This is an optimization exercise on Yosys and OpenROAD, whose aim is small area and a short achievable clock period, not a production implementation.
Power figures rest on the tool's default switching activity, not on a simulated workload.

==> flow/design.v <==
module soc_riscv_apb_wait_gen (
  input  logic [32*16-1:0] w_i,
  output logic [15:0]      w_o
);
  always_comb begin
    w_o = '0;
    for (int i = 0; i < 32; i++) w_o = w_o | w_i[16*i +: 16];
  end
endmodule
module soc_riscv_apb_slave_mem (
  input  logic [1:0]  sel_i,
  input  logic [15:0] w0_i,
  input  logic [15:0] w1_i,
  output logic [15:0] w_o
);
  assign w_o = (w0_i & {16{sel_i[0]}}) | (w1_i & {16{sel_i[1]}});
endmodule
module apb_slave_mem_top (
  input  logic        PCLK,
  input  logic        PRESET,
  input  logic        PSEL,
  input  logic        PENABLE,
  input  logic [2:0]  PPROT,
  input  logic        PWRITE,
  input  logic [1:0]  PSTRB,
  input  logic [9:0]  PADDR,
  input  logic [15:0] PWDATA,
  output logic [15:0] PRDATA,
  output logic        PREADY,
  output logic        PSLVERR
);
  logic ph1_q, ph2_q, ph3_q, busy_q;
  logic ready_q, slverr_q;
  logic accept, go_resp, bus_err;
  logic [7:0] bus_ra, bus_rb;
  logic        wpend_q, wpend_d, wfire_q, wfire_d;
  logic [1:0]  wslot_q, wslot_d;
  logic [7:0]  wra_q, wra_d, wfa_q, wrb0_q, wrb1_q;
  logic [15:0] wdat_q;
  logic [1:0]  rot_q;
  logic [15:0] s0_q [64], s1_q [64], s2_q [64], s3_q [64];
  logic        rd_hit;
  logic [15:0] rd_word, rhold_q, rdata_q;
  logic unused_pprot;
  assign unused_pprot = ^{PPROT[2], PPROT[0], PADDR[0]};
  assign accept  = !busy_q && PSEL && !PENABLE;
  assign go_resp = ph3_q && PSEL;
  assign bus_err = PADDR[9] || (PADDR[8] && PPROT[1]);
  always_comb begin
    for (int i = 0; i < 8; i++) begin
      bus_ra[i] = (PADDR[5:3] == 3'(i));
      bus_rb[i] = (PADDR[8:6] == 3'(i)) && !bus_err;
    end
  end
  always_ff @(posedge PCLK or posedge PRESET) begin
    if (PRESET) begin
      ph1_q    <= 1'b0;
      ph2_q    <= 1'b0;
      ph3_q    <= 1'b0;
      busy_q   <= 1'b0;
      ready_q  <= 1'b0;
      slverr_q <= 1'b0;
    end else begin
      ph1_q    <= accept;
      ph2_q    <= ph1_q && PSEL;
      ph3_q    <= ph2_q && PSEL;
      busy_q   <= accept || ((ph1_q || ph2_q) && PSEL);
      ready_q  <= go_resp;
      slverr_q <= go_resp && bus_err;
    end
  end
  always_ff @(posedge PCLK) begin
    rot_q <= rot_q + 2'd1;
  end
  assign wpend_d = (go_resp && PWRITE && !bus_err) || (wpend_q && !wfire_q);
  assign wslot_d = go_resp ? PADDR[2:1] : wslot_q;
  assign wra_d   = go_resp ? bus_ra : wra_q;
  assign wfire_d = wpend_d && (rot_q + 2'd2 == wslot_d);
  always_ff @(posedge PCLK) begin
    wpend_q <= wpend_d;
    wfire_q <= wfire_d;
    wslot_q <= wslot_d;
    wra_q   <= wra_d;
    wfa_q   <= wra_d & {8{wfire_d}};
  end
  always_ff @(posedge PCLK) begin
    if (go_resp) begin
      wrb0_q <= bus_rb & {8{PSTRB[0]}};
      wrb1_q <= bus_rb & {8{PSTRB[1]}};
      wdat_q <= PWDATA;
    end
  end
  always_ff @(posedge PCLK) begin
    for (int r = 0; r < 64; r++) begin
      s3_q[r] <= s0_q[r];
      s2_q[r] <= s3_q[r];
      s1_q[r] <= s2_q[r];
      s0_q[r] <= s1_q[r];
      if (wfa_q[r % 8] && wrb0_q[r / 8]) s0_q[r][7:0]  <= wdat_q[7:0];
      if (wfa_q[r % 8] && wrb1_q[r / 8]) s0_q[r][15:8] <= wdat_q[15:8];
    end
  end
  assign rd_hit = (rot_q == PADDR[2:1]);
  logic [63:0]      rd_sel;
  logic [32*16-1:0] rd_pair;
  always_comb begin
    for (int r = 0; r < 64; r++) rd_sel[r] = bus_ra[r % 8] && bus_rb[r / 8];
  end
  for (genvar p = 0; p < 32; p++) begin : g_rd_pair
    soc_riscv_apb_slave_mem u_pair (
      .sel_i(rd_sel[2*p +: 2]),
      .w0_i (s0_q[2*p]),
      .w1_i (s0_q[2*p+1]),
      .w_o  (rd_pair[16*p +: 16])
    );
  end
  soc_riscv_apb_wait_gen u_rd_or (
    .w_i(rd_pair),
    .w_o(rd_word)
  );
  always_ff @(posedge PCLK) begin
    rhold_q <= rd_hit ? rd_word : rdata_q;
    rdata_q <= rd_hit ? rd_word : rhold_q;
  end
  assign PREADY  = ready_q;
  assign PSLVERR = slverr_q;
  assign PRDATA  = rdata_q;
endmodule
clock: 5.0 ns
lec_check: 0
cap_margin: 20
core_margin: 2
core_utilization: 65
cts_cluster_diameter: 80
cts_cluster_size: 30
setup_slack_margin: 2.7
slew_margin: 20
synth_hierarchical: 1
run.sh (not shown) runs the stock make flow with config.mk's settings and CLKGATE_MAP_FILE= SYNTH_SCRIPT=/design/flow/synth_recipe.tcl, a recipe that flattens the netlist after the stock synthesis.
Edit:
--- a/flow/design.v
+++ b/flow/design.v
@@ -1,19 +1,15 @@
-module soc_riscv_apb_wait_gen (
-  input  logic [32*16-1:0] w_i,
-  output logic [15:0]      w_o
+module soc_riscv_apb_slave_mem (
+  input  logic [7:0]        ra_i,     
+  input  logic [7:0]        rb_i,     
+  input  logic [64*16-1:0]  word_i,   
+  output logic [15:0]       word_o
 );
   always_comb begin
-    w_o = '0;
-    for (int i = 0; i < 32; i++) w_o = w_o | w_i[16*i +: 16];
+    word_o = '0;
+    for (int r = 0; r < 64; r++) begin
+      word_o = word_o | (word_i[16*r +: 16] & {16{ra_i[r % 8] && rb_i[r / 8]}});
+    end
   end
-endmodule
-module soc_riscv_apb_slave_mem (
-  input  logic [1:0]  sel_i,
-  input  logic [15:0] w0_i,
-  input  logic [15:0] w1_i,
-  output logic [15:0] w_o
-);
-  assign w_o = (w0_i & {16{sel_i[0]}}) | (w1_i & {16{sel_i[1]}});
 endmodule
 module apb_slave_mem_top (
   input  logic        PCLK,
@@ -101,22 +97,15 @@
     end
   end
   assign rd_hit = (rot_q == PADDR[2:1]);
-  logic [63:0]      rd_sel;
-  logic [32*16-1:0] rd_pair;
+  logic [64*16-1:0] s0_flat;
   always_comb begin
-    for (int r = 0; r < 64; r++) rd_sel[r] = bus_ra[r % 8] && bus_rb[r / 8];
+    for (int r = 0; r < 64; r++) s0_flat[16*r +: 16] = s0_q[r];
   end
-  for (genvar p = 0; p < 32; p++) begin : g_rd_pair
-    soc_riscv_apb_slave_mem u_pair (
-      .sel_i(rd_sel[2*p +: 2]),
-      .w0_i (s0_q[2*p]),
-      .w1_i (s0_q[2*p+1]),
-      .w_o  (rd_pair[16*p +: 16])
-    );
-  end
-  soc_riscv_apb_wait_gen u_rd_or (
-    .w_i(rd_pair),
-    .w_o(rd_word)
+  soc_riscv_apb_slave_mem u_rdmux (
+    .ra_i  (bus_ra),
+    .rb_i  (bus_rb),
+    .word_i(s0_flat),
+    .word_o(rd_word)
   );
   always_ff @(posedge PCLK) begin
     rhold_q <= rd_hit ? rd_word : rdata_q;
The changed run completed with no timing, DRC or antenna violations.
Cell area decreases by 1.0%.
Register-to-register slack loses 0.42 ns.
Final cell count decreases by 0.57%.
Clock power is about the same.
Global-route usage is about the same.
Via count increases by 2.4%.
Sequential share of layout area increases by 0.75 points.
Setup slack loses 0.15 ns.
Synthesized area decreases by 0.82%.
Non-clock buffer count decreases by 117.
Hold slack gains 0.0092 ns.
Power increases by 0.34%.
Fmax decreases by 5.2%.
Wire length decreases by 0.61%.
Function was not checked in any run of this note: the RTL went through the layout flow alone.

-- afterwards: timing with drivers on the ports --
The results above use ideal ports. As a check the final layouts listed here were re-extracted and re-timed, cells and wires unchanged.
Step 1: set_driving_cell puts a clkbuf_16 on PCLK and a buf_2 on each other input, an assumption about the parent block.
Step 2 times the ports against the registers' clock, not the clock port: input delays grow and output delays shrink by t, the midpoint of the rising clock arrivals with the driver on.
Slacks: ideal / step 1 / step 2; pairs: ideal / step 1.
run | t, ns | setup slack, ns | hold slack, ns | worst data-port slew with drivers (ns)
the first run | 0.885 | 2.228 / 2.273 / 1.388 | 0.310 / 0.310 / 0.310 | 0.15
the second run | 0.873 | 2.076 / 2.096 / 1.224 | 0.319 / 0.319 / 0.319 | 0.07
After both steps setup and hold are still met in every run listed. For the second run, which loses most, drivers alone change the setup slack by +0.020 ns; drivers and shift together by -0.852 ns.
